From an optimization exercise on the open Yosys and OpenROAD flow, aimed at small area, a short achievable clock period and few clock cycles per item; shortcuts taken in it are not production practice. At most, simulation tests tie the RTL to the original design; equivalence was not proved. No functional check of the RTL was part of runs 1 and 3. Power and IR drop assume default switching activity.

--- flow/run.sh ---
#!/bin/bash
# synth_recipe.tcl (not shown) runs the flow's synth.tcl, then flattens the netlist and writes it again
# the make line also repeats each setting of config.mk as NAME=value (left out here)
make -C /OpenROAD-flow-scripts/flow DESIGN_CONFIG=/design/flow/config.mk WORK_HOME=/design/flow/orfs CLKGATE_MAP_FILE= SYNTH_SCRIPT=/design/flow/synth_recipe.tcl finish
--- flow/config.mk ---
export PLATFORM = sky130hd
export DESIGN_NAME = signed_to_radix_digits
export DESIGN_NICKNAME = signed_to_radix_digits
export VERILOG_FILES = /design/flow/design.v
export SDC_FILE = /design/flow/constraint.sdc
export NUM_CORES = 4
export LEC_CHECK = 0
export CAP_MARGIN = 20
export CORE_MARGIN = 2
export CORE_UTILIZATION = 40
export SLEW_MARGIN = 20
--- flow/constraint.sdc ---
create_clock -name core_clock -period 16.0 [get_ports {clk}]
set_input_delay 3.2000 -clock core_clock [delete_from_list [all_inputs] [get_ports {clk}]]
set_output_delay 3.2000 -clock core_clock [all_outputs]
set_load 0.01 [all_outputs]
--- flow/design.v ---
package s2rd_pkg;
  localparam int MAG_W       = 64;    
  localparam int RADIX_W     = 6;     
  localparam int CHAR_W      = 8;     
  localparam int IN_TDATA_W  = 72;
  localparam int OUT_TDATA_W = 8;
  localparam int NCELL = 20;
  localparam int PTR_W = 5;
  localparam logic [6*NCELL-1:0] CELL_MASK = {
    6'h07, {4{6'h0F}}, {3{6'h1F}}, {12{6'h3F}}
  };
  localparam logic [CHAR_W-1:0] ASCII_MINUS = 8'h2D;   
endpackage
import s2rd_pkg::*;
module s2rd_divider
(
  input  logic [6*NCELL-1:0] d_in,
  input  logic               b,         
  input  logic [5:0]         hneg,      
  input  logic [5:0]         hm1,       
  input  logic               odd,       
  output logic [6*NCELL-1:0] d_out
);
  logic [5:0]       d [NCELL];
  logic [NCELL-1:0] g0, p0;
  logic [NCELL:0]   c;
  logic [4:0]       s0 [NCELL];    
  logic [4:0]       s1 [NCELL];    
  for (genvar i = 0; i < NCELL; i++) begin : g_in
    logic [6:0] sum;
    assign d[i]  = d_in[6*i +: 6];
    assign sum   = {1'b0, d[i]} + {1'b0, hneg};
    assign g0[i] = sum[6];
    assign p0[i] = odd && (d[i] == hm1);
    assign s0[i] = sum[4:0];
    assign s1[i] = sum[4:0] + 5'(odd);
  end
  always_comb begin
    logic [NCELL-1:0] g, p, gn, pn;
    g = g0;
    p = p0;
    for (int s = 1; s < NCELL; s = s + s) begin
      gn = g;
      pn = p;
      for (int i = 0; i < NCELL; i++) begin
        if (i >= s) begin
          gn[i] = g[i] | (p[i] & g[i-s]);
          pn[i] = p[i] & p[i-s];
        end
      end
      g = gn;
      p = pn;
    end
    c[0] = b;
    for (int i = 0; i < NCELL; i++) c[i+1] = g[i] | (p[i] & b);
  end
  for (genvar i = 0; i < NCELL; i++) begin : g_out
    logic [5:0] n;
    always_comb begin
      if (!c[i+1])   n = {d[i][4:0], c[i]};
      else if (c[i]) n = {s1[i], !odd};
      else           n = {s0[i], odd};
    end
    assign d_out[6*i +: 6] = n & CELL_MASK[6*i +: 6];
  end
endmodule
import s2rd_pkg::*;
module signed_to_radix_digits
(
  input  logic                   clk,
  input  logic                   rst_n,
  input  logic                   in_tvalid,
  output logic                   in_tready,
  input  logic [IN_TDATA_W-1:0]  in_tdata,    
  output logic                   out_tvalid,
  input  logic                   out_tready,
  output logic [OUT_TDATA_W-1:0] out_tdata,   
  output logic                   out_tlast    
);
  localparam logic [2:0] K_M1 = 3'd0;   
  localparam logic [2:0] K_P2 = 3'd1;   
  localparam logic [2:0] K_P4 = 3'd2;   
  localparam logic [2:0] K_P8 = 3'd3;   
  localparam logic [2:0] K_SQ = 3'd4;   
  typedef enum logic {
    C_IDLE,
    C_CONV
  } cstate_t;
  typedef enum logic [1:0] {
    O_IDLE,
    O_FIND,
    O_LOAD,
    O_EMIT
  } ostate_t;
  function automatic logic [CHAR_W-1:0] digit_to_ascii(input logic [5:0] d);
    logic [CHAR_W-1:0] c;
    if (d < 6'd10) c = {4'h3, d[3:0]};
    else           c = 8'h37 + CHAR_W'(d);
    digit_to_ascii = c;
  endfunction
  function automatic logic [5:0] sq_split(input logic [1:0] sel, input logic [5:0] c);
    case ({sel, c})
      {2'd0, 6'd0}: sq_split = 6'o00;
      {2'd0, 6'd1}: sq_split = 6'o01;
      {2'd0, 6'd2}: sq_split = 6'o02;
      {2'd0, 6'd3}: sq_split = 6'o10;
      {2'd0, 6'd4}: sq_split = 6'o11;
      {2'd0, 6'd5}: sq_split = 6'o12;
      {2'd0, 6'd6}: sq_split = 6'o20;
      {2'd0, 6'd7}: sq_split = 6'o21;
      {2'd0, 6'd8}: sq_split = 6'o22;
      {2'd1, 6'd0}: sq_split = 6'o00;
      {2'd1, 6'd1}: sq_split = 6'o01;
      {2'd1, 6'd2}: sq_split = 6'o02;
      {2'd1, 6'd3}: sq_split = 6'o03;
      {2'd1, 6'd4}: sq_split = 6'o04;
      {2'd1, 6'd5}: sq_split = 6'o10;
      {2'd1, 6'd6}: sq_split = 6'o11;
      {2'd1, 6'd7}: sq_split = 6'o12;
      {2'd1, 6'd8}: sq_split = 6'o13;
      {2'd1, 6'd9}: sq_split = 6'o14;
      {2'd1, 6'd10}: sq_split = 6'o20;
      {2'd1, 6'd11}: sq_split = 6'o21;
      {2'd1, 6'd12}: sq_split = 6'o22;
      {2'd1, 6'd13}: sq_split = 6'o23;
      {2'd1, 6'd14}: sq_split = 6'o24;
      {2'd1, 6'd15}: sq_split = 6'o30;
      {2'd1, 6'd16}: sq_split = 6'o31;
      {2'd1, 6'd17}: sq_split = 6'o32;
      {2'd1, 6'd18}: sq_split = 6'o33;
      {2'd1, 6'd19}: sq_split = 6'o34;
      {2'd1, 6'd20}: sq_split = 6'o40;
      {2'd1, 6'd21}: sq_split = 6'o41;
      {2'd1, 6'd22}: sq_split = 6'o42;
      {2'd1, 6'd23}: sq_split = 6'o43;
      {2'd1, 6'd24}: sq_split = 6'o44;
      {2'd2, 6'd0}: sq_split = 6'o00;
      {2'd2, 6'd1}: sq_split = 6'o01;
      {2'd2, 6'd2}: sq_split = 6'o02;
      {2'd2, 6'd3}: sq_split = 6'o03;
      {2'd2, 6'd4}: sq_split = 6'o04;
      {2'd2, 6'd5}: sq_split = 6'o05;
      {2'd2, 6'd6}: sq_split = 6'o10;
      {2'd2, 6'd7}: sq_split = 6'o11;
      {2'd2, 6'd8}: sq_split = 6'o12;
      {2'd2, 6'd9}: sq_split = 6'o13;
      {2'd2, 6'd10}: sq_split = 6'o14;
      {2'd2, 6'd11}: sq_split = 6'o15;
      {2'd2, 6'd12}: sq_split = 6'o20;
      {2'd2, 6'd13}: sq_split = 6'o21;
      {2'd2, 6'd14}: sq_split = 6'o22;
      {2'd2, 6'd15}: sq_split = 6'o23;
      {2'd2, 6'd16}: sq_split = 6'o24;
      {2'd2, 6'd17}: sq_split = 6'o25;
      {2'd2, 6'd18}: sq_split = 6'o30;
      {2'd2, 6'd19}: sq_split = 6'o31;
      {2'd2, 6'd20}: sq_split = 6'o32;
      {2'd2, 6'd21}: sq_split = 6'o33;
      {2'd2, 6'd22}: sq_split = 6'o34;
      {2'd2, 6'd23}: sq_split = 6'o35;
      {2'd2, 6'd24}: sq_split = 6'o40;
      {2'd2, 6'd25}: sq_split = 6'o41;
      {2'd2, 6'd26}: sq_split = 6'o42;
      {2'd2, 6'd27}: sq_split = 6'o43;
      {2'd2, 6'd28}: sq_split = 6'o44;
      {2'd2, 6'd29}: sq_split = 6'o45;
      {2'd2, 6'd30}: sq_split = 6'o50;
      {2'd2, 6'd31}: sq_split = 6'o51;
      {2'd2, 6'd32}: sq_split = 6'o52;
      {2'd2, 6'd33}: sq_split = 6'o53;
      {2'd2, 6'd34}: sq_split = 6'o54;
      {2'd2, 6'd35}: sq_split = 6'o55;
      {2'd3, 6'd0}: sq_split = 6'o00;
      {2'd3, 6'd1}: sq_split = 6'o01;
      {2'd3, 6'd2}: sq_split = 6'o02;
      {2'd3, 6'd3}: sq_split = 6'o03;
      {2'd3, 6'd4}: sq_split = 6'o04;
      {2'd3, 6'd5}: sq_split = 6'o05;
      {2'd3, 6'd6}: sq_split = 6'o06;
      {2'd3, 6'd7}: sq_split = 6'o10;
      {2'd3, 6'd8}: sq_split = 6'o11;
      {2'd3, 6'd9}: sq_split = 6'o12;
      {2'd3, 6'd10}: sq_split = 6'o13;
      {2'd3, 6'd11}: sq_split = 6'o14;
      {2'd3, 6'd12}: sq_split = 6'o15;
      {2'd3, 6'd13}: sq_split = 6'o16;
      {2'd3, 6'd14}: sq_split = 6'o20;
      {2'd3, 6'd15}: sq_split = 6'o21;
      {2'd3, 6'd16}: sq_split = 6'o22;
      {2'd3, 6'd17}: sq_split = 6'o23;
      {2'd3, 6'd18}: sq_split = 6'o24;
      {2'd3, 6'd19}: sq_split = 6'o25;
      {2'd3, 6'd20}: sq_split = 6'o26;
      {2'd3, 6'd21}: sq_split = 6'o30;
      {2'd3, 6'd22}: sq_split = 6'o31;
      {2'd3, 6'd23}: sq_split = 6'o32;
      {2'd3, 6'd24}: sq_split = 6'o33;
      {2'd3, 6'd25}: sq_split = 6'o34;
      {2'd3, 6'd26}: sq_split = 6'o35;
      {2'd3, 6'd27}: sq_split = 6'o36;
      {2'd3, 6'd28}: sq_split = 6'o40;
      {2'd3, 6'd29}: sq_split = 6'o41;
      {2'd3, 6'd30}: sq_split = 6'o42;
      {2'd3, 6'd31}: sq_split = 6'o43;
      {2'd3, 6'd32}: sq_split = 6'o44;
      {2'd3, 6'd33}: sq_split = 6'o45;
      {2'd3, 6'd34}: sq_split = 6'o46;
      {2'd3, 6'd35}: sq_split = 6'o50;
      {2'd3, 6'd36}: sq_split = 6'o51;
      {2'd3, 6'd37}: sq_split = 6'o52;
      {2'd3, 6'd38}: sq_split = 6'o53;
      {2'd3, 6'd39}: sq_split = 6'o54;
      {2'd3, 6'd40}: sq_split = 6'o55;
      {2'd3, 6'd41}: sq_split = 6'o56;
      {2'd3, 6'd42}: sq_split = 6'o60;
      {2'd3, 6'd43}: sq_split = 6'o61;
      {2'd3, 6'd44}: sq_split = 6'o62;
      {2'd3, 6'd45}: sq_split = 6'o63;
      {2'd3, 6'd46}: sq_split = 6'o64;
      {2'd3, 6'd47}: sq_split = 6'o65;
      {2'd3, 6'd48}: sq_split = 6'o66;
      default: sq_split = 6'o00;
    endcase
  endfunction
  cstate_t                 cst_r;
  logic                    ready_r;     
  logic [MAG_W-1:0]        val_r;       
  logic                    neg_r;
  logic                    min_r;       
  logic                    first_r;     
  logic                    started_r;   
  logic [6:0]              left_r;      
  logic [5:0]              rraw_r;      
  logic [5:0]              hneg_r;      
  logic [5:0]              hm1_r;       
  logic                    odd_r;       
  logic [6*NCELL-1:0]      cells_r;
  logic                    full_r;      
  logic                    cneg_r;      
  logic [2:0]              ckind_r;
  logic [1:0]              csq_r;
  logic [5:0]              crad_r;
  ostate_t                 ost_r;
  logic [6*NCELL-1:0]      obuf_r;      
  logic                    pend_r;      
  logic                    oneg_r;
  logic [2:0]              okind_r;
  logic [1:0]              osq_r;
  logic [5:0]              orad_r;
  logic [NCELL-1:0]        ptr_r;       
  logic [5:0]              cur_r;       
  logic [2:0]              sub_r;       
  logic                    lastcell_r;  
  logic                    out_tvalid_r;
  logic [CHAR_W-1:0]       out_char_r;
  logic                    out_last_r;
  logic [5:0] rad_c;
  logic [6:0] big_c;
  logic [5:0] half_c;
  logic [2:0] kind_c;
  logic [1:0] sq_c;
  always_comb begin
    rad_c = rraw_r;
    if (rraw_r < 6'd2)       rad_c = 6'd2;
    else if (rraw_r > 6'd36) rad_c = 6'd36;
    big_c  = {1'b0, rad_c};
    kind_c = K_M1;
    sq_c   = 2'd0;
    case (rad_c)
      6'd2: begin big_c = 7'd64; kind_c = K_P2; end
      6'd3: begin big_c = 7'd9;  kind_c = K_SQ; sq_c = 2'd0; end
      6'd4: begin big_c = 7'd64; kind_c = K_P4; end
      6'd5: begin big_c = 7'd25; kind_c = K_SQ; sq_c = 2'd1; end
      6'd6: begin big_c = 7'd36; kind_c = K_SQ; sq_c = 2'd2; end
      6'd7: begin big_c = 7'd49; kind_c = K_SQ; sq_c = 2'd3; end
      6'd8: begin big_c = 7'd64; kind_c = K_P8; end
      default: ;
    endcase
    half_c = 6'((big_c + 7'd1) >> 1);
  end
  logic [7:0] zb;         
  logic min_c;
  logic inc;              
  logic [7:0] m8;         
  logic mbit;             
  logic fast64, fast16;   
  logic cells_free;
  logic skip, bulk, step, zero_exit, last_step, copy, start;
  logic [6*NCELL-1:0] cells_dbl;
  logic [6*NCELL-1:0] cells_base;
  logic [6*NCELL-1:0] cells_bulk;
  assign zb[0] = (val_r[55:0] == '0);
  for (genvar k = 1; k < 8; k++) begin : g_zb
    assign zb[k] = zb[k-1] && !val_r[55+k];
  end
  assign min_c = neg_r && zb[7];
  assign inc   = neg_r && !(first_r ? min_c : min_r);
  for (genvar k = 0; k < 8; k++) begin : g_m8
    assign m8[k] = val_r[56+k] ^ neg_r ^ (inc && zb[k]);
  end
  assign mbit   = m8[7];
  assign fast64 = (rraw_r < 6'd3) || (rraw_r == 6'd4) || (rraw_r == 6'd8);
  assign fast16 = (rraw_r == 6'd16);
  assign cells_free = !full_r;
  assign skip      = (cst_r == C_CONV) && !started_r && (m8 == '0) && !zero_exit && !(fast64 || fast16);
  assign bulk      = (cst_r == C_CONV) && (fast64 || fast16) && cells_free;
  assign zero_exit = !started_r && !neg_r && zb[7] && !val_r[63];
  assign step      = (cst_r == C_CONV) && !skip && !(fast64 || fast16) && cells_free;
  assign last_step = (step && (zero_exit || left_r == 7'd1)) || (bulk && (zero_exit || left_r == 7'd8));
  assign copy  = full_r && !pend_r && ((ost_r == O_IDLE) || (emit && emit_last));
  assign start = (pend_r || copy) && ((ost_r == O_IDLE) || (emit && emit_last));
  assign cells_base = started_r ? cells_r : '0;
  always_comb begin
    if (fast16) begin
      cells_bulk = {cells_base[6*NCELL-13:0], 2'b00, m8[7:4], 2'b00, m8[3:0]};
    end else begin
      cells_bulk = {cells_base[6*NCELL-9:0], m8};
    end
    cells_bulk = cells_bulk & CELL_MASK;
  end
  s2rd_divider u_cells (
    .d_in  (cells_r),
    .b     (mbit),
    .hneg  (hneg_r),
    .hm1   (hm1_r),
    .odd   (odd_r),
    .d_out (cells_dbl)
  );
  logic [5:0]        cell_v [NCELL];
  logic [NCELL-1:0]  top_c;
  logic [5:0]        ptr_cell;
  logic [5:0]        load_v;
  logic [2:0]        top_sub;
  logic [2:0]        sub_max;
  logic [2:0]        digit;
  logic [CHAR_W-1:0] out_char_c;
  logic              slot_free;
  logic              emit_last;
  logic              emit;
  logic              out_load;
  for (genvar i = 0; i < NCELL; i++) begin : g_cell
    assign cell_v[i] = obuf_r[6*i +: 6] & CELL_MASK[6*i +: 6];
  end
  always_comb begin
    logic above;
    above = 1'b0;
    for (int i = NCELL - 1; i > 0; i--) begin
      top_c[i] = !above && (cell_v[i] != '0);
      above    = above || (cell_v[i] != '0);
    end
    top_c[0] = !above;
  end
  always_comb begin
    ptr_cell = '0;
    for (int i = 0; i < NCELL; i++) ptr_cell = ptr_cell | (cell_v[i] & {6{ptr_r[i]}});
  end
  assign load_v = (okind_r == K_SQ) ? sq_split(osq_r, ptr_cell) : ptr_cell;
  always_comb begin
    top_sub = 3'd0;
    case (okind_r)
      K_P2: begin
        for (int k = 1; k < 6; k++) if (ptr_cell[k]) top_sub = 3'(k);
      end
      K_P4: top_sub = (ptr_cell[5:4] != 0) ? 3'd2 : (ptr_cell[3:2] != 0) ? 3'd1 : 3'd0;
      K_P8: top_sub = (ptr_cell[5:3] != 0) ? 3'd1 : 3'd0;
      K_SQ: top_sub = (ptr_cell >= orad_r) ? 3'd1 : 3'd0;
      default: top_sub = 3'd0;
    endcase
  end
  always_comb begin
    case (okind_r)
      K_P2:       sub_max = 3'd5;
      K_P4:       sub_max = 3'd2;
      K_P8, K_SQ: sub_max = 3'd1;
      default:    sub_max = 3'd0;
    endcase
  end
  always_comb begin
    digit = 3'd0;
    case (okind_r)
      K_P2: begin
        case (sub_r)
          3'd0: digit = {2'd0, cur_r[0]};
          3'd1: digit = {2'd0, cur_r[1]};
          3'd2: digit = {2'd0, cur_r[2]};
          3'd3: digit = {2'd0, cur_r[3]};
          3'd4: digit = {2'd0, cur_r[4]};
          default: digit = {2'd0, cur_r[5]};
        endcase
      end
      K_P4: begin
        case (sub_r)
          3'd0:    digit = {1'b0, cur_r[1:0]};
          3'd1:    digit = {1'b0, cur_r[3:2]};
          default: digit = {1'b0, cur_r[5:4]};
        endcase
      end
      default: digit = sub_r[0] ? cur_r[5:3] : cur_r[2:0];
    endcase
  end
  assign out_char_c = (okind_r == K_M1) ? digit_to_ascii(cur_r) : {5'b00110, digit};
  assign slot_free = !out_tvalid_r || out_tready;
  assign emit      = (ost_r == O_EMIT) && slot_free;
  assign emit_last = lastcell_r && (sub_r == '0);
  assign out_load  = emit || ((ost_r == O_FIND) && oneg_r && slot_free);
  always_ff @(posedge clk) begin
    if (!rst_n) begin
      cst_r        <= C_IDLE;
      ready_r      <= 1'b1;
      full_r       <= 1'b0;
      ost_r        <= O_IDLE;
      pend_r       <= 1'b0;
      out_tvalid_r <= 1'b0;
    end else begin
      if (out_load) begin
        out_tvalid_r <= 1'b1;
      end else if (out_tready) begin
        out_tvalid_r <= 1'b0;
      end
      case (cst_r)
        C_IDLE: begin
          if (in_tvalid) begin
            cst_r   <= C_CONV;
            ready_r <= 1'b0;
          end
        end
        default: begin
          if (last_step) begin
            cst_r   <= C_IDLE;
            ready_r <= 1'b1;
          end
        end
      endcase
      if (last_step) begin
        full_r <= 1'b1;
      end else if (copy) begin
        full_r <= 1'b0;
      end
      if (start) begin
        pend_r <= 1'b0;
      end else if (copy) begin
        pend_r <= 1'b1;
      end
      case (ost_r)
        O_IDLE: if (start) ost_r <= O_FIND;
        O_FIND: if (!oneg_r || slot_free) ost_r <= O_LOAD;
        O_LOAD: ost_r <= O_EMIT;
        default: if (emit && emit_last) ost_r <= start ? O_FIND : O_IDLE;
      endcase
    end
  end
  always_ff @(posedge clk) begin
    hneg_r <= 6'(7'd64 - 7'(half_c));
    hm1_r  <= half_c - 6'd1;
    odd_r  <= big_c[0];
    if (cst_r == C_IDLE) begin
      val_r     <= in_tdata[63:0];
      neg_r     <= in_tdata[63];
      rraw_r    <= in_tdata[64 +: RADIX_W];
      first_r   <= 1'b1;
      started_r <= 1'b0;
      left_r    <= 7'd64;
    end else begin
      if (first_r) min_r <= min_c;
      if (skip || bulk) begin
        val_r     <= {val_r[MAG_W-9:0], 8'd0};
        left_r    <= left_r - 7'd8;
        first_r   <= 1'b0;
        started_r <= started_r || (m8 != '0);
      end else if (step) begin
        val_r     <= {val_r[MAG_W-2:0], 1'b0};
        left_r    <= left_r - 7'd1;
        first_r   <= 1'b0;
        started_r <= started_r || mbit;
      end
    end
    if (cst_r == C_CONV && cells_free) begin
      if (fast64 || fast16) cells_r <= cells_bulk;
      else if (started_r)   cells_r <= cells_dbl;
      else                  cells_r <= {{(6*NCELL-1){1'b0}}, mbit};
    end
  end
  always_ff @(posedge clk) begin
    if (last_step) begin
      cneg_r  <= neg_r;
      ckind_r <= kind_c;
      csq_r   <= sq_c;
      crad_r  <= rad_c;
    end
    if (copy) begin
      obuf_r  <= cells_r;
      oneg_r  <= cneg_r;
      okind_r <= ckind_r;
      osq_r   <= csq_r;
      orad_r  <= crad_r;
    end
    case (ost_r)
      O_FIND: ptr_r <= top_c;
      O_LOAD: begin
        cur_r      <= load_v;
        sub_r      <= top_sub;
        lastcell_r <= ptr_r[0];
        ptr_r      <= ptr_r >> 1;
      end
      O_EMIT: begin
        if (slot_free) begin
          if (sub_r == '0) begin
            cur_r      <= load_v;
            sub_r      <= sub_max;
            lastcell_r <= ptr_r[0];
            ptr_r      <= ptr_r >> 1;
          end else begin
            sub_r <= sub_r - 1'b1;
          end
        end
      end
      default: ;
    endcase
    if (out_load) begin
      out_char_r <= (ost_r == O_FIND) ? ASCII_MINUS : out_char_c;
      out_last_r <= (ost_r == O_EMIT) && emit_last;
    end
  end
  assign in_tready  = ready_r;
  assign out_tvalid = out_tvalid_r;
  assign out_tdata  = out_char_r;
  assign out_tlast  = out_last_r;
endmodule
==> results_tabular.tex, run 1 <==
\begin{tabular}{lr}
\hline
Metric & Value \\
\hline
\multicolumn{2}{l}{\textbf{Synthesis}} \\
Multiplexer share of the synthesized area & between 7 and 8\% \\
Most frequent cells after synthesis & edfxtp\_1 (346), nand2\_1 (208), a21oi\_1 (191), mux2i\_1 (185), nor2\_1 (184) \\
Summed instance area of the synthesized netlist & about 0.026 mm2 \\
Avg Cell Area, Syn & around 10 um2 \\
Top-area cell type share of the netlist area & approximately two fifths \\
Part of the Yosys area used for sequential elements & approximately two fifths \\
Post-Synthesis Cells & between 2000 and 3000 \\
Synth area leaders & edfxtp\_1 (40\%), ha\_1 (8.4\%), mux2i\_1 (7.1\%) \\
Async set or reset register ratio after synthesis & 0\% \\
Yosys cell types & 87 \\
Post-synthesis compound-gate area fraction & between 10\% and 20\% \\
Number of enable flip-flop cells after synthesis & about 350 \\
Synth Register Bits & 375 \\
Commonest register cell after synthesis & edfxtp\_1 \\
Count of warnings emitted by yosys & 6 \\
Adder and majority gate portion of the synthesized area & between 10\% and 20\% \\
Post-Synth Simple-Gate Area & between 10\% and 20\% \\
Dominant combinational cell family by area after synthesis & compound AO/OA/AOI/OAI gates \\
Synth Area in XOR/XNOR & under 10\% \\
Most common cell in the netlist & edfxtp\_1 \\
Library cell with the largest summed area after synthesis & edfxtp\_1 \\
Post-Syn Nets & 2845 \\
\multicolumn{2}{l}{\textbf{CTS}} \\
Maximum buffer depth of the clock tree & 3 \\
Clock-pin slew on the worst setup and hold paths & 0.06 ns \\
Setup fix buffers added after clock tree synthesis & 0 \\
Root buffer cell & clkbuf\_16 \\
CTS Sinks & 375 \\
H-Tree Depth & 2 \\
CTS tree & done \\
Number of buffers created by CTS & 44 \\
Cells resized by post-CTS repair & 0 \\
CTS hold repair buffers & 0 \\
Worst-Skew Late Latency & between 0.5 and 0.6 ns \\
\multicolumn{2}{l}{\textbf{Critical path}} \\
Worst flop-to-flop path endpoint & cells\_r[116]\$\_DFFE\_PP\_ \\
Arrival time worst endpoint & 5.52 ns \\
Origin of the critical flop-to-flop path & odd\_r\$\_DFF\_P\_ \\
Cell family contributing the most delay on the critical path & buffers and inverters \\
Element type at the critical path start & primary input \\
Internal reg-to-reg setup slack & 10.93 ns \\
Worst EP required & $\sim$16 ns \\
Cell depth of the worst flop-to-flop path & 12 \\
Critical Setup Path Class & primary input to flop \\
Largest stage delay on the critical path & about 0.7 ns \\
Crit path top cell by count & buf\_4 \\
Crit path capture type & flop \\
Maximum fanout count along the critical path & 60 \\
Crit-path cells & clkdlybuf4s50\_1 -> nand2b\_1 -> a21oi\_1 -> nor3b\_2 -> buf\_4 -> buf\_4 \\
Slowest stage cell, crit path & buf\_4 \\
Number of buffer and inverter instances along the worst setup path & 3 \\
\multicolumn{2}{l}{\textbf{Placed design}} \\
Number of port buffers & slightly above 80 \\
GP Congestion & $\sim$0.96 \\
Post-DP HPWL & $\sim$52000 um \\
Post-placement setup slack & 10.10 ns \\
Placed insts & between 3000 and 4000 \\
\multicolumn{2}{l}{\textbf{Timing}} \\
Worst max-slew margin expressed relative to the limit & between 20\% and 30\% \\
Unrepaired setup endpoints after global routing & false \\
Min cycle time layout & around 5.3 ns \\
Sum of negative setup slack & 0 ns \\
Final critical-path share of the clock period & roughly a third \\
Final setup violating endpoints & 0 \\
Setup skew after layout & approximately 0.026 ns \\
Slew of the pin with the lowest slew margin & $\sim$1.1 ns \\
Worst path setup slack after routing & 10.69 ns \\
Number of max-slew violations in the final report & 0 \\
Final hold viol count & 0 \\
Fmax & about 190 MHz \\
\multicolumn{2}{l}{\textbf{Final layout}} \\
Synth-to-Final Area Change & 11.91\% \\
Post-layout util & between 40\% and 50\% \\
Fraction of final layout cells sized beyond drive strength 1 & a little over 6\% \\
Number of fillers in the final layout & 6054 \\
Fin nets & $\sim$2900 \\
Final standard cell count with taps included and fillers excluded & approximately 3500 \\
Diodes inserted & 0 \\
\multicolumn{2}{l}{\textbf{Pwr}} \\
Reported leakage power & between 0.01 and 0.015 uW \\
PD cells & about 120 mW/mm2 \\
Maximum VDD drop & just over 70 uV \\
\multicolumn{2}{l}{\textbf{Run status}} \\
Result of the run & timing/DRC/antenna clean \\
\multicolumn{2}{l}{\textbf{GRT}} \\
Via count of the first global-routing pass & 20650 \\
Initial antenna violation count & 1 \\
Maximum number of pins on one net before global-route repair & 70 \\
First-pass GRT wire length & between 100000 and 150000 um \\
Gr usage total & 22.74\% \\
Grt total ovfl & 0 \\
\multicolumn{2}{l}{\textbf{Die}} \\
Total Die Area & 0.06748 mm2 \\
Effective utilization at floorplan & between 40\% and 50\% \\
Std-Cell Core Area & 0.06458 mm2 \\
DIE WIDTH & 259.8 um \\
Vertical die dimension & around 260 um \\
I/O pin count & 87 \\
Rows & 93 \\
\multicolumn{2}{l}{\textbf{Drt}} \\
Routed via count divided by cell count & 6.086 \\
Final wirelength & between 70000 and 80000 um \\
DRT iter0 DRCs & 1983 \\
Count of unresolved DRC violations after routing & 0 \\
Antenna-violating nets left & 0 \\
Detail-routed net length per standard cell & approximately 22 um \\
Drt pass-1 iters & 6 \\
Number of vias after detailed routing & approximately 21000 \\
\multicolumn{2}{l}{\textbf{Hold path}} \\
Hold WC Path Type & flop to flop \\
Start point of the worst min-delay path & crad\_r[4]\$\_DFFE\_PN\_ \\
Worst hold path endpoint & orad\_r[4]\$\_DFFE\_PP\_ \\
Worst hold stages & 0 \\
\multicolumn{2}{l}{\textbf{Job}} \\
Number of maximum-capacitance constraint violations & 0 \\
\hline
\end{tabular}
==> registers in the layout, indices dropped and copies added (netlist names), 6 cells and up <==
signal,flops
orad_r,6
rraw_r,6
out_tdata,7
crad_r,6
cur_r,6
cells_r,106
left_r,7
hneg_r,6
hm1_r,6
obuf_r,106
val_r,64
ptr_r,20
==> logic make-up after synthesis <==
kind of cell / Yosys count
mux: 192
flops: 375
other cells: 1
fa+ha+maj: 199
xor+xnor: 221
simple gates: 696
compound gates: 682
buf+inv: 207
==> stage by stage <==
| step | hold WS, ns | instance area (um2) | power, uW |
|---|---|---|---|
| floorplan | 0.4003 | 26170 | 2044 |
| global placement | 0.4026 | 27760 | 2291 |
| detailed placement | 0.4045 | 27760 | 2329 |
| CTS | 0.4166 | 29270 | 3381 |
| global route | 0.4285 | 29280 | 3558 |
| finish | 0.4166 | 29280 | 3378 |
==> worst max path at each step <==
stage | startpoint | to | slack [ns] | cells after the start
2_1_floorplan | out_tready | obuf_r[0]$_DFFE_PP_ | 3.25 | 3
3_3_place_gp | out_tready | obuf_r[62]$_DFFE_PP_ | 10.14 | 6
3_5_place_dp | out_tready | obuf_r[59]$_DFFE_PP_ | 10.10 | 6
4_1_cts | out_tready | obuf_r[18]$_DFFE_PP_ | 10.71 | 6
5_1_grt | out_tready | obuf_r[18]$_DFFE_PP_ | 10.54 | 6
6_report | out_tready | obuf_r[58]$_DFFE_PP_ | 10.69 | 6
==> power breakdown <==
| part | internal, uW | total [uW] | switching (uW) | leakage, uW |
|---|---|---|---|---|
| logic | 448 | 1070 | 623 | 0.00687 |
| registers | 1150 | 1260 | 105 | 0.00353 |
| clock network | 605 | 1050 | 445 | 0.000723 |
| total | 2200 | 3380 | 1170 | 0.0111 |
==> cell type report <==
class / count / area, um2 / share of cell area, %
clock buffers: 52 / 1225 / 4.183
clock inverters: 30 / 292.8 / 0.9999
flip-flops and latches: 375 / 10980 / 37.49
multi-input cells: 1991 / 14370 / 49.09
repair buffers: 120 / 1106 / 3.777
well taps: 855 / 1070 / 3.654
inverters: 62 / 235.2 / 0.8034
==> layout by cell type (no fill, tap or decap), drive strengths merged, types with 23 or more instances in the layout <==
cell type	n
edfxtp	346
nand2	208
a21oi	192
mux2i	185
nor2	185
ha	176
xnor2	122
o21ai	118
xor2	99
clkdlybuf4s50	83
inv	63
o22ai	62
nand3	53
nor4	53
clkbuf	53
a21o	47
nand4	44
buf	36
and3	30
nor3	29
dfxtp	29
a31oi	27
a22oi	26
o211ai	24
a211oi	23
==> metal layers <==
metal | global-route usage, % | vias up | routed length [um]
met1 | 30.67 | 10390 | 33520
met5 | 0 | - | 0
li1 | - | 9824 | -
met2 | 37.39 | 858 | 36540
met3 | 3.265 | 135 | 5184
met4 | 7.663 | 0 | 2278
==> run 2: changes to the inputs <==
--- a/flow/design.v
+++ b/flow/design.v
@@ -243,6 +243,10 @@
   ostate_t                 ost_r;
   logic [6*NCELL-1:0]      obuf_r;      
   logic                    pend_r;      
+  logic                    pneg_r;      
+  logic [2:0]              pkind_r;
+  logic [1:0]              psq_r;
+  logic [5:0]              prad_r;
   logic                    oneg_r;
   logic [2:0]              okind_r;
   logic [1:0]              osq_r;
@@ -307,7 +311,7 @@
   assign zero_exit = !started_r && !neg_r && zb[7] && !val_r[63];
   assign step      = (cst_r == C_CONV) && !skip && !(fast64 || fast16) && cells_free;
   assign last_step = (step && (zero_exit || left_r == 7'd1)) || (bulk && (zero_exit || left_r == 7'd8));
-  assign copy  = full_r && !pend_r && ((ost_r == O_IDLE) || (emit && emit_last));
+  assign copy  = full_r && !pend_r && ((ost_r == O_IDLE) || (ost_r == O_EMIT && lastcell_r));
   assign start = (pend_r || copy) && ((ost_r == O_IDLE) || (emit && emit_last));
   assign cells_base = started_r ? cells_r : '0;
   always_comb begin
@@ -489,10 +493,16 @@
     end
     if (copy) begin
       obuf_r  <= cells_r;
-      oneg_r  <= cneg_r;
-      okind_r <= ckind_r;
-      osq_r   <= csq_r;
-      orad_r  <= crad_r;
+      pneg_r  <= cneg_r;
+      pkind_r <= ckind_r;
+      psq_r   <= csq_r;
+      prad_r  <= crad_r;
+    end
+    if (start) begin
+      oneg_r  <= copy ? cneg_r  : pneg_r;
+      okind_r <= copy ? ckind_r : pkind_r;
+      osq_r   <= copy ? csq_r   : psq_r;
+      orad_r  <= copy ? crad_r  : prad_r;
     end
     case (ost_r)
       O_FIND: ptr_r <= top_c;
==> run 2 against run 1 <==
  * Maximum frequency is 9.8% higher
  * Count of clock-buffer cells in the layout is 14 higher
  * Critical path depth is 7 higher
  * Largest power group unchanged
  * Still clean
  * Power is 2.2% higher
  * Setup slack better by 0.47 ns
  * Largest cell class unchanged
  * Critical endpoint is now cur_r[1]$_DFFE_PP_
==> results_tabular.tex, run 2 <==
\begin{tabular}{lr}
\hline
Metric & Value \\
\hline
\multicolumn{2}{l}{\textbf{Final layout}} \\
Synth-to-Final Area Change & 12.16\% \\
Diodes inserted & 0 (unchanged) \\
Commonest cells after routing, fill and taps aside & edfxtp\_1 (346), nand2\_1 (200), a21oi\_1 (188), nor2\_1 (180), ha\_1 (177) \\
Fraction of final layout cells sized beyond drive strength 1 & 6.319\% (+0.20 points) \\
Commonest non-fill, non-tap cell in the layout & edfxtp\_1 \\
Fin nets & 2879 (+0.45\%) \\
Largest registers & cells\_r x106, obuf\_r x106, val\_r x64 \\
Final standard cell count with taps included and fillers excluded & 3498 (+0.37\%) \\
\multicolumn{2}{l}{\textbf{Synthesis}} \\
Part of the Yosys area used for sequential elements & 42.66\% (+0.74 points) \\
Avg Cell Area, Syn & 10.22 um2 (+0.46\%) \\
Synth area leaders & edfxtp\_1 (40\%), ha\_1 (8.4\%), xnor2\_1 (5.0\%) \\
Post-Syn Nets & 2845 (unchanged) \\
Most common cell in the netlist & edfxtp\_1 \\
Number of enable flip-flop cells after synthesis & 346 (unchanged) \\
Top-area cell type share of the netlist area & 39.54\% (-0.17 points) \\
Synth Register Bits & 387 (+3.2\%) \\
Async set or reset register ratio after synthesis & 0\% (unchanged) \\
Post-Synthesis Cells & 2572 (-0.039\%) \\
Commonest register cell after synthesis & edfxtp\_1 \\
Summed instance area of the synthesized netlist & 0.02628 mm2 (+0.43\%) \\
Most frequent cells after synthesis & edfxtp\_1 (346), nand2\_1 (202), a21oi\_1 (190), nor2\_1 (186), ha\_1 (177) \\
Count of warnings emitted by yosys & 6 (unchanged) \\
Yosys cell types & 86 (-1.1\%) \\
Library cell with the largest summed area after synthesis & edfxtp\_1 \\
\multicolumn{2}{l}{\textbf{Drt}} \\
Number of vias after detailed routing & 21570 (+1.7\%) \\
Count of unresolved DRC violations after routing & 0 (unchanged) \\
Drt pass-1 iters & 6 (unchanged) \\
Detail-routed net length per standard cell & 23.57 um (+5.9\%) \\
Antenna-violating nets left & 0 (unchanged) \\
Routed via count divided by cell count & 6.167 (+1.3\%) \\
DRT iter0 DRCs & 2135 (+7.7\%) \\
Final wirelength & 82430 um (+6.3\%) \\
\multicolumn{2}{l}{\textbf{CTS}} \\
Setup fix buffers added after clock tree synthesis & 0 (unchanged) \\
Worst-Skew Late Latency & 0.59 ns (about the same) \\
Number of buffers created by CTS & 46 (+4.5\%) \\
CTS Sinks & 387 (+3.2\%) \\
Cells resized by post-CTS repair & 0 (unchanged) \\
CTS tree & done \\
CTS hold repair buffers & 0 (unchanged) \\
H-Tree Depth & 2 (unchanged) \\
Maximum buffer depth of the clock tree & 3 (unchanged) \\
Clock-pin slew on the worst setup and hold paths & 0.07 ns (about the same) \\
Root buffer cell & clkbuf\_16 \\
\multicolumn{2}{l}{\textbf{Timing}} \\
Slew of the pin with the lowest slew margin & 1.049 ns (-0.06750 ns) \\
Setup skew after layout & 0.01666 ns (-0.009108 ns) \\
Unrepaired setup endpoints after global routing & false \\
Number of max-slew violations in the final report & 0 (unchanged) \\
Sum of negative setup slack & 0 ns (unchanged) \\
Worst path setup slack after routing & 11.17 ns (+0.4731 ns) \\
Final hold viol count & 0 (unchanged) \\
Fmax & 206.8 MHz (+9.8\%) \\
Worst max-slew margin expressed relative to the limit & 29.72\% (+4.1 points) \\
Min cycle time layout & 4.835 ns (-0.4731 ns) \\
Final critical-path share of the clock period & 30.22\% (-3.0 points) \\
Final setup violating endpoints & 0 (unchanged) \\
Worst Hold Slack & 0.4753 ns (+0.05868 ns) \\
\multicolumn{2}{l}{\textbf{Critical path}} \\
Element type at the critical path start & flop \\
Slowest stage cell, crit path & clkinv\_1 \\
Worst EP required & 16.29 ns (+0.07 ns) \\
Crit-path cells & a22o\_1 -> a221oi\_1 -> and3\_1 -> and4\_1 -> clkinv\_1 -> ha\_1 -> nand2\_1 -> nand2\_1 -> a21oi\_1 -> o221ai\_1 -> a31o\_2 -> a21oi\_1 -> a21oi\_1 \\
Crit path capture type & flop \\
Crit path top cell by count & a21oi\_1 \\
Arrival time worst endpoint & 5.13 ns (-0.39 ns) \\
Critical Setup Path Class & flop to flop \\
Maximum fanout count along the critical path & 30 (-50\%) \\
Largest stage delay on the critical path & 0.99 ns (+0.29 ns) \\
\multicolumn{2}{l}{\textbf{Die}} \\
Std-Cell Core Area & 0.06470 mm2 (+0.18\%) \\
Effective utilization at floorplan & 40.61\% (+0.099 points) \\
Total Die Area & 0.06776 mm2 (+0.42\%) \\
DIE WIDTH & 260.3 um (+0.21\%) \\
Vertical die dimension & 260.3 um (+0.21\%) \\
I/O pin count & 87 (unchanged) \\
Rows & 93 (unchanged) \\
\multicolumn{2}{l}{\textbf{GRT}} \\
Gr usage total & 24.03\% (+1.3 points) \\
Grt total ovfl & 0 (unchanged) \\
Maximum number of pins on one net before global-route repair & 90 (+29\%) \\
Initial antenna violation count & 0 (-1) \\
First-pass GRT wire length & 125800 um (+4.1\%) \\
Via count of the first global-routing pass & 21110 (+2.2\%) \\
\multicolumn{2}{l}{\textbf{Placed design}} \\
Post-DP HPWL & 56450 um (+9.1\%) \\
GP Congestion & 0.9334 (-2.5\%) \\
Number of port buffers & 83 (unchanged) \\
Placed insts & 3412 (+0.29\%) \\
Post-placement setup slack & 10.83 ns (+0.7362 ns) \\
\multicolumn{2}{l}{\textbf{Pwr}} \\
PD cells & 117.2 mW/mm2 (+1.6\%) \\
Maximum VDD drop & 79.89 uV (+13\%) \\
Reported leakage power & 0.01093 uW (-1.7\%) \\
\multicolumn{2}{l}{\textbf{Hold path}} \\
Hold WC Path Type & flop to flop \\
\multicolumn{2}{l}{\textbf{Job}} \\
Number of maximum-capacitance constraint violations & 0 (unchanged) \\
\multicolumn{2}{l}{\textbf{Run status}} \\
Result of the run & timing/DRC/antenna clean \\
\hline
\end{tabular}
==> run 2: through the flow <==
| step | instance area, um2 | util [%] | power [uW] |
|---|---|---|---|
| floorplan | 26280 | - | 2091 |
| global placement | 27920 | 43.16 | 2355 |
| detailed placement | 27920 | 43.16 | 2390 |
| CTS | 29430 | 45.48 | 3453 |
| global route | 29470 | 45.55 | 3627 |
| finish | 29470 | 45.55 | 3454 |
==> run 2: logic make-up (layout without fill, tap and decap cells) <==
kind of cell               Yosys count  count (layout)  synth area share, %
xor gates and xnor gates           234             234                7.871
AOI/OAI and AO/OA                  767             767                19.09
other                                1               1              0.01427
DFF                                387             387                42.66
and+or+nand+nor                    666             666                12.31
muxes                              129             129                4.976
buffers and inverters              190             261                3.081
adders and majority gates          198             198                9.990
==> run 2: report_power, final <==
| group | leakage, uW | switching (uW) | total [uW] | internal (uW) |
|---|---|---|---|---|
| combinational | 0.00655 | 629 | 1080 | 453 |
| sequential | 0.00365 | 119 | 1310 | 1190 |
| clock | 0.000735 | 432 | 1060 | 629 |
==> run 2: per-layer routing <==
layer	vias to the layer above	track usage [%]	routed length, um
met5	-	0	0
li1	9858	-	-
met4	0	9.746	3322
met2	991	38.62	38060
met1	10500	32.10	34330
met3	222	4.264	6715
==> run 2: worst max-delay path, delay by kind of cell (launching register included) <==
family | cells | cell delay, ns
compound gates | 7 | 1.30
simple gates | 4 | 1.12
buf+inv | 1 | 0.99
fa+ha+maj | 1 | 0.58
flops | 1 | 0.54
==> run 2: final cells by class <==
cell class                 instances  area [um2]
clock buffer                      66        1297
clock inverter                    19       207.7
fill                            6054       35230
inverter                          57       214.0
multi-input combinational       1995       14350
sequential                       387       11220
tap                              855        1070
timing repair buffer             119        1121
==> run 2: final timing paths <==
kind                                          from                 end  slack (ns)  cells past startpoint
worst min register to register      pneg_r$_DFF_P_      pneg_r$_DFF_P_        0.48                      1
worst min-delay path                pneg_r$_DFF_P_      pneg_r$_DFF_P_        0.48                      1
worst max register to register  ptr_r[8]$_DFFE_PP_  cur_r[1]$_DFFE_PP_       11.17                     13
worst max-delay path            ptr_r[8]$_DFFE_PP_  cur_r[1]$_DFFE_PP_       11.17                     13
Testbench counts of run 2, summed over its fixed seeds: cycles 17,821, numbers 512.
==> run 3: changes to the inputs <==
--- a/flow/design.v
+++ b/flow/design.v
@@ -15,11 +15,14 @@
 module s2rd_divider
 (
   input  logic [6*NCELL-1:0] d_in,
-  input  logic               b,         
+  input  logic               b1,        
+  input  logic               b0,        
   input  logic [5:0]         hneg,      
+  input  logic [5:0]         hneg1,     
   input  logic [5:0]         hm1,       
   input  logic               odd,       
-  output logic [6*NCELL-1:0] d_out
+  output logic [6*NCELL-1:0] d_one,     
+  output logic [6*NCELL-1:0] d_two      
 );
   logic [5:0]       d [NCELL];
   logic [NCELL-1:0] g0, p0;
@@ -28,12 +31,14 @@
   logic [4:0]       s1 [NCELL];    
   for (genvar i = 0; i < NCELL; i++) begin : g_in
     logic [6:0] sum;
+    logic [5:0] sum1;
     assign d[i]  = d_in[6*i +: 6];
     assign sum   = {1'b0, d[i]} + {1'b0, hneg};
+    assign sum1  = d[i] + hneg1;
     assign g0[i] = sum[6];
-    assign p0[i] = odd && (d[i] == hm1);
+    assign p0[i] = (d[i] == hm1);
     assign s0[i] = sum[4:0];
-    assign s1[i] = sum[4:0] + 5'(odd);
+    assign s1[i] = sum1[4:0];
   end
   always_comb begin
     logic [NCELL-1:0] g, p, gn, pn;
@@ -51,17 +56,27 @@
       g = gn;
       p = pn;
     end
-    c[0] = b;
-    for (int i = 0; i < NCELL; i++) c[i+1] = g[i] | (p[i] & b);
+    c[0] = b1;
+    for (int i = 0; i < NCELL; i++) c[i+1] = g[i] | (p[i] & b1);
   end
-  for (genvar i = 0; i < NCELL; i++) begin : g_out
+  for (genvar i = 0; i < NCELL; i++) begin : g_one
     logic [5:0] n;
     always_comb begin
       if (!c[i+1])   n = {d[i][4:0], c[i]};
       else if (c[i]) n = {s1[i], !odd};
       else           n = {s0[i], odd};
     end
-    assign d_out[6*i +: 6] = n & CELL_MASK[6*i +: 6];
+    assign d_one[6*i +: 6] = n & CELL_MASK[6*i +: 6];
+  end
+  logic [NCELL:0] e;
+  assign e[0] = b0;
+  for (genvar i = 0; i < NCELL; i++) begin : g_two
+    logic [6:0] sum;
+    logic [5:0] n;
+    assign sum    = {1'b0, d_one[6*i +: 6]} + {1'b0, hneg};
+    assign e[i+1] = sum[6];
+    assign n      = e[i+1] ? {sum[4:0], e[i]} : {d_one[6*i +: 5], e[i]};
+    assign d_two[6*i +: 6] = n & CELL_MASK[6*i +: 6];
   end
 endmodule
 import s2rd_pkg::*;
@@ -232,6 +247,7 @@
   logic [6:0]              left_r;      
   logic [5:0]              rraw_r;      
   logic [5:0]              hneg_r;      
+  logic [5:0]              hneg1_r;     
   logic [5:0]              hm1_r;       
   logic                    odd_r;       
   logic [6*NCELL-1:0]      cells_r;
@@ -286,11 +302,12 @@
   logic min_c;
   logic inc;              
   logic [7:0] m8;         
-  logic mbit;             
   logic fast64, fast16;   
+  logic one;              
   logic cells_free;
   logic skip, bulk, step, zero_exit, last_step, copy, start;
-  logic [6*NCELL-1:0] cells_dbl;
+  logic [6*NCELL-1:0] cells_one;
+  logic [6*NCELL-1:0] cells_two;
   logic [6*NCELL-1:0] cells_base;
   logic [6*NCELL-1:0] cells_bulk;
   assign zb[0] = (val_r[55:0] == '0);
@@ -302,15 +319,16 @@
   for (genvar k = 0; k < 8; k++) begin : g_m8
     assign m8[k] = val_r[56+k] ^ neg_r ^ (inc && zb[k]);
   end
-  assign mbit   = m8[7];
   assign fast64 = (rraw_r < 6'd3) || (rraw_r == 6'd4) || (rraw_r == 6'd8);
   assign fast16 = (rraw_r == 6'd16);
+  assign one    = rraw_r[0] && (rraw_r > 6'd2) && (rraw_r < 6'd36);
   assign cells_free = !full_r;
   assign skip      = (cst_r == C_CONV) && !started_r && (m8 == '0) && !zero_exit && !(fast64 || fast16);
   assign bulk      = (cst_r == C_CONV) && (fast64 || fast16) && cells_free;
   assign zero_exit = !started_r && !neg_r && zb[7] && !val_r[63];
   assign step      = (cst_r == C_CONV) && !skip && !(fast64 || fast16) && cells_free;
-  assign last_step = (step && (zero_exit || left_r == 7'd1)) || (bulk && (zero_exit || left_r == 7'd8));
+  assign last_step = (step && (zero_exit || left_r == (one ? 7'd1 : 7'd2))) ||
+                     (bulk && (zero_exit || left_r == 7'd8));
   assign copy  = full_r && !pend_r && ((ost_r == O_IDLE) || (ost_r == O_EMIT && lastcell_r));
   assign start = (pend_r || copy) && ((ost_r == O_IDLE) || (emit && emit_last));
   assign cells_base = started_r ? cells_r : '0;
@@ -324,11 +342,14 @@
   end
   s2rd_divider u_cells (
     .d_in  (cells_r),
-    .b     (mbit),
+    .b1    (m8[7]),
+    .b0    (m8[6]),
     .hneg  (hneg_r),
+    .hneg1 (hneg1_r),
     .hm1   (hm1_r),
     .odd   (odd_r),
-    .d_out (cells_dbl)
+    .d_one (cells_one),
+    .d_two (cells_two)
   );
   logic [5:0]        cell_v [NCELL];
   logic [NCELL-1:0]  top_c;
@@ -455,7 +476,8 @@
   end
   always_ff @(posedge clk) begin
     hneg_r <= 6'(7'd64 - 7'(half_c));
-    hm1_r  <= half_c - 6'd1;
+    hneg1_r <= 6'(7'd64 - 7'(half_c) + 7'(big_c[0]));
+    hm1_r  <= big_c[0] ? half_c - 6'd1 : 6'd63;
     odd_r  <= big_c[0];
     if (cst_r == C_IDLE) begin
       val_r     <= in_tdata[63:0];
@@ -471,17 +493,23 @@
         left_r    <= left_r - 7'd8;
         first_r   <= 1'b0;
         started_r <= started_r || (m8 != '0);
-      end else if (step) begin
+      end else if (step && one) begin
         val_r     <= {val_r[MAG_W-2:0], 1'b0};
         left_r    <= left_r - 7'd1;
         first_r   <= 1'b0;
-        started_r <= started_r || mbit;
+        started_r <= started_r || m8[7];
+      end else if (step) begin
+        val_r     <= {val_r[MAG_W-3:0], 2'b00};
+        left_r    <= left_r - 7'd2;
+        first_r   <= 1'b0;
+        started_r <= started_r || m8[7] || m8[6];
       end
     end
     if (cst_r == C_CONV && cells_free) begin
       if (fast64 || fast16) cells_r <= cells_bulk;
-      else if (started_r)   cells_r <= cells_dbl;
-      else                  cells_r <= {{(6*NCELL-1){1'b0}}, mbit};
+      else if (!started_r)  cells_r <= one ? {{(6*NCELL-1){1'b0}}, m8[7]} : {{(6*NCELL-2){1'b0}}, m8[7:6]};
+      else if (one)         cells_r <= cells_one;
+      else                  cells_r <= cells_two;
     end
   end
   always_ff @(posedge clk) begin
==> run 3 against run 2 <==
  * Synthesized cell count is 39% higher
  * Sequential share of layout area fell by 7.3 points
  * Count of clock-buffer cells in the layout shrank 10
  * Sequential power grew 8%
  * Register-to-register slack got worse by 2.6 ns
  * Critical path type unchanged
  * Largest cell class unchanged
==> results_tabular.tex, run 3 <==
\begin{tabular}{lr}
\hline
Metric & Value \\
\hline
\multicolumn{2}{l}{\textbf{Final layout}} \\
Synth-to-Final Area Change & 11.27\% \\
Post-layout util & 44.88\% (-0.68 points) \\
Largest registers & cells\_r x106, obuf\_r x106, val\_r x64 \\
Number of fillers in the final layout & 7944 (+31\%) \\
Fin nets & 4021 (+40\%) \\
Area used by multi-input combinational logic & 0.02065 mm2 (+44\%) \\
Commonest cells after routing, fill and taps aside & a21oi\_1 (395), edfxtp\_1 (346), nand2\_1 (320), ha\_1 (303), nor2\_1 (272) \\
Commonest non-fill, non-tap cell in the layout & a21oi\_1 \\
Area taken by flip-flops and latches & 0.01133 mm2 (+0.98\%) \\
Fraction of final layout cells sized beyond drive strength 1 & 6.459\% (+0.14 points) \\
\multicolumn{2}{l}{\textbf{GRT}} \\
Maximum number of pins on one net before global-route repair & 108 (+20\%) \\
Grt total ovfl & 0 (unchanged) \\
Gr usage total & 25.43\% (+1.4 points) \\
Via count of the first global-routing pass & 27270 (+29\%) \\
Initial antenna violation count & 0 (unchanged) \\
First-pass GRT wire length & 168200 um (+34\%) \\
\multicolumn{2}{l}{\textbf{Synthesis}} \\
Commonest register cell after synthesis & edfxtp\_1 \\
Multiplexer share of the synthesized area & 4.412\% (-0.56 points) \\
Top-area cell type share of the netlist area & 31.42\% (-8.1 points) \\
Avg Cell Area, Syn & 9.262 um2 (-9.3\%) \\
Synth area leaders & edfxtp\_1 (31\%), ha\_1 (11\%), a21oi\_1 (6.0\%) \\
Post-Synthesis Cells & 3570 (+39\%) \\
Dominant combinational cell family by area after synthesis & compound AO/OA/AOI/OAI gates \\
Library cell with the largest summed area after synthesis & edfxtp\_1 \\
Post-Synth Simple-Gate Area & 13.13\% (+0.82 points) \\
Post-Syn Nets & 4008 (+41\%) \\
Yosys cell types & 92 (+7.0\%) \\
Post-synthesis compound-gate area fraction & 22.22\% (+3.1 points) \\
Number of enable flip-flop cells after synthesis & 346 (unchanged) \\
Part of the Yosys area used for sequential elements & 34.21\% (-8.5 points) \\
Most frequent cells after synthesis & a21oi\_1 (396), edfxtp\_1 (346), nand2\_1 (323), ha\_1 (303), nor2\_1 (278) \\
Count of warnings emitted by yosys & 6 (unchanged) \\
Synth Register Bits & 392 (+1.3\%) \\
Summed instance area of the synthesized netlist & 0.03306 mm2 (+26\%) \\
Adder and majority gate portion of the synthesized area & 15.07\% (+5.1 points) \\
Async set or reset register ratio after synthesis & 0\% (unchanged) \\
Synth Area in XOR/XNOR & 7.364\% (-0.51 points) \\
Most common cell in the netlist & a21oi\_1 \\
\multicolumn{2}{l}{\textbf{Critical path}} \\
Arrival time worst endpoint & 7.81 ns (+2.68 ns) \\
Crit path capture type & flop \\
Slowest stage cell, crit path & dfxtp\_2 \\
Element type at the critical path start & flop \\
Internal reg-to-reg setup slack & 8.56 ns (-2.61 ns) \\
Largest stage delay on the critical path & 0.89 ns (-0.10 ns) \\
Critical Setup Path Class & flop to flop \\
Crit path top cell by count & a21oi\_1 \\
Cell family contributing the most delay on the critical path & compound AO/OA/AOI/OAI gates \\
Crit-path cells & buf\_4 -> ha\_1 -> fa\_1 -> a21oi\_1 -> o211ai\_1 -> a32oi\_1 -> o211ai\_1 -> o2111ai\_1 -> a21oi\_1 -> nor4b\_1 -> nor2\_1 -> nand2\_1 -> xor2\_1 -> ha\_1 -> inv\_1 -> fa\_1 -> nor2b\_1 -> o21ai\_0 -> a21oi\_1 -> mux2i\_1 -> a221o\_1 \\
Number of buffer and inverter instances along the worst setup path & 2 (+1) \\
Worst EP required & 16.37 ns (+0.08 ns) \\
Maximum fanout count along the critical path & 22 (-27\%) \\
\multicolumn{2}{l}{\textbf{Drt}} \\
Antenna-violating nets left & 0 (unchanged) \\
Count of unresolved DRC violations after routing & 0 (unchanged) \\
DRT iter0 DRCs & 2681 (+26\%) \\
Drt pass-1 iters & 7 (+1) \\
Detail-routed net length per standard cell & 23.41 um (-0.68\%) \\
Highest metal layer with signal wires & met4 \\
Sum of met3 wire segment lengths after detailed routing & 8610 um (+28\%) \\
Final wirelength & 109900 um (+33\%) \\
Routed via count divided by cell count & 6.080 (-1.4\%) \\
Met2 wire length & 49010 um (+29\%) \\
Number of vias after detailed routing & 28540 (+32\%) \\
Routed met1 length & 47860 um (+39\%) \\
\multicolumn{2}{l}{\textbf{CTS}} \\
Worst-Skew Late Latency & 0.62 ns (+0.03 ns) \\
Setup fix buffers added after clock tree synthesis & 0 (unchanged) \\
CTS Sinks & 392 (+1.3\%) \\
Root buffer cell & clkbuf\_16 \\
Maximum buffer depth of the clock tree & 3 (unchanged) \\
Number of buffers created by CTS & 48 (+4.3\%) \\
H-Tree Depth & 2 (unchanged) \\
Clock-pin slew on the worst setup and hold paths & 0.06 ns (about the same) \\
Cells resized by post-CTS repair & 0 (unchanged) \\
CTS tree & done \\
CTS hold repair buffers & 0 (unchanged) \\
\multicolumn{2}{l}{\textbf{Job}} \\
Number of maximum-capacitance constraint violations & 0 (unchanged) \\
\multicolumn{2}{l}{\textbf{Die}} \\
Rows & 105 (+13\%) \\
DIE WIDTH & 291.5 um (+12\%) \\
I/O pin count & 87 (unchanged) \\
Vertical die dimension & 291.5 um (+12\%) \\
Std-Cell Core Area & 0.08198 mm2 (+27\%) \\
Total Die Area & 0.08498 mm2 (+25\%) \\
Effective utilization at floorplan & 40.33\% (-0.28 points) \\
\multicolumn{2}{l}{\textbf{Timing}} \\
Sum of negative setup slack & 0 ns (unchanged) \\
Number of max-slew violations in the final report & 0 (unchanged) \\
Final setup violating endpoints & 0 (unchanged) \\
Setup skew after layout & 0.03840 ns (+0.02174 ns) \\
Worst max-slew margin expressed relative to the limit & 31.23\% (+1.5 points) \\
Min cycle time layout & 7.441 ns (+2.606 ns) \\
Final critical-path share of the clock period & 46.50\% (+16 points) \\
Fmax & 134.4 MHz (-35\%) \\
Unrepaired setup endpoints after global routing & false \\
Worst Hold Slack & 0.4726 ns (-0.002735 ns) \\
Slew of the pin with the lowest slew margin & 1.028 ns (-0.02076 ns) \\
Final hold viol count & 0 (unchanged) \\
\multicolumn{2}{l}{\textbf{Pwr}} \\
Internal power & 2956 uW (+30\%) \\
Switching pwr & 2078 uW (+76\%) \\
Combinational cell fraction of total power & 48.5\% (+17 points) \\
Maximum VDD drop & 98.90 uV (+24\%) \\
Share of power burned in the clock network & 23.6\% (-7.1 points) \\
PD cells & 136.8 mW/mm2 (+17\%) \\
Flop pwr share & 27.9\% (-10 points) \\
Reported leakage power & 0.01417 uW (+30\%) \\
Sw Share & 41.28\% (+7.1 points) \\
\multicolumn{2}{l}{\textbf{Placed design}} \\
GP Congestion & 0.9404 (+0.75\%) \\
Post-DP HPWL & 73690 um (+31\%) \\
Number of port buffers & 83 (unchanged) \\
\multicolumn{2}{l}{\textbf{Run status}} \\
Result of the run & timing/DRC/antenna clean \\
\multicolumn{2}{l}{\textbf{Hold path}} \\
Hold WC Path Type & flop to flop \\
\hline
\end{tabular}
-- run 3: changes by cell type in the layout (fill, tap and decap cells not counted), sizes merged, moves of 58 or more --
cell and change:
a21oi +207, a22oi -58, ha +126, nand2 +121, nor2 +90
-- run 3: power by group through the flow --
stage | logic [uW] | clock network, uW | registers (uW)
after floorplan | 1810 | 0 | 1390
after global placement | 2370 | 0 | 1420
after detailed placement | 2410 | 0 | 1420
after CTS | 2420 | 1200 | 1400
after global routing | 2750 | 1230 | 1420
final | 2440 | 1190 | 1410
-- run 3: final cells by class --
| class | instances | area share, % |
|---|---|---|
| diodes | 1 | 0.006802 |
| clock buffers | 56 | 3.432 |
| clock inverters | 34 | 1.204 |
| inverters | 111 | 1.133 |
| multi-input cells | 2880 | 56.14 |
| flip-flops and latches | 392 | 30.79 |
| well taps | 1070 | 3.639 |
| repair buffers | 150 | 3.659 |
-- run 3: worst paths after layout --
check | start | to | depth (start not counted)
worst max-delay path | hneg_r[0]$_DFF_P_ | cells_r[104]$_DFFE_PP_ | 21
worst min-delay path | prad_r[4]$_DFF_P_ | prad_r[4]$_DFF_P_ | 1
worst max register to register | hneg_r[0]$_DFF_P_ | cells_r[104]$_DFFE_PP_ | 21
worst min register to register | prad_r[4]$_DFF_P_ | prad_r[4]$_DFF_P_ | 1
-- run 3: kinds of logic after synthesis --
logic type | after synthesis
simple gates | 952
fa+ha+maj | 363
buf+inv | 298
mux | 142
other cells | 1
flops | 392
xor+xnor | 278
compound gates | 1144
-- run 3: layer usage --
layer  vias up  track usage, %
li1      13390               -
met1     13710           35.33
met2      1189           40.30
met3       246           3.558
met4         0           9.266
met5         -               0
-- run 3: stage by stage --
stage               setup slack (ns)  cell area (um2)  std cells  power [uW]
floorplan                      8.406            33060       3570        3196
global placement               8.657            35080       4603        3789
detailed placement             8.638            35080       4603        3831
CTS                            8.625            36790       4693        5026
global route                   8.053            36790       4693        5398
finish                         8.559            36790       4694        5034
-- run 3: worst register-to-register path: stages (launching register included) --
cell and delay [ns]:
dfxtp_2 0.89, buf_4 0.60, ha_1 0.30, fa_1 0.22
a21oi_1 0.11, o211ai_1 0.55, a32oi_1 0.32, o211ai_1 0.28
o2111ai_1 0.23, a21oi_1 0.46, nor4b_1 0.23, nor2_1 0.85
nand2_1 0.16, xor2_1 0.27, ha_1 0.20, inv_1 0.05
fa_1 0.40, nor2b_1 0.12, o21ai_0 0.08, a21oi_1 0.46
mux2i_1 0.15, a221o_1 0.30

==> separate check: timing with driven ports <==
No port has a modelled driver above. Below, the same layouts with a new extraction and two added sets of constraints.
Step 1, drivers: a clkbuf_16 drives clk and a buf_2 each remaining input, both assumed.
Step 2 adds t to the input delays and takes it off the output delays; t is the mean of the earliest and latest rising clock arrival at the registers after step 1. Input paths then give back, and output paths get back, about the clock's delay inside the block.
Slacks: ideal / step 1 / step 2; pairs: ideal / step 1.
| run | shift t [ns] | setup WS [ns] | worst hold slack (ns) |
|---|---|---|---|
| run 1 | 0.643 | 10.692 / 10.720 / 10.077 | 0.417 / 0.417 / 0.417 |
| run 2 | 0.641 | 11.165 / 11.165 / 10.848 | 0.475 / 0.475 / 0.475 |
| run 3 | 0.665 | 8.559 / 8.559 / 8.559 | 0.473 / 0.473 / 0.473 |
After both steps every run listed still meets setup and hold. The setup slack of run 1, which loses most, moves by +0.028 ns with the drivers and by -0.615 ns with both steps.
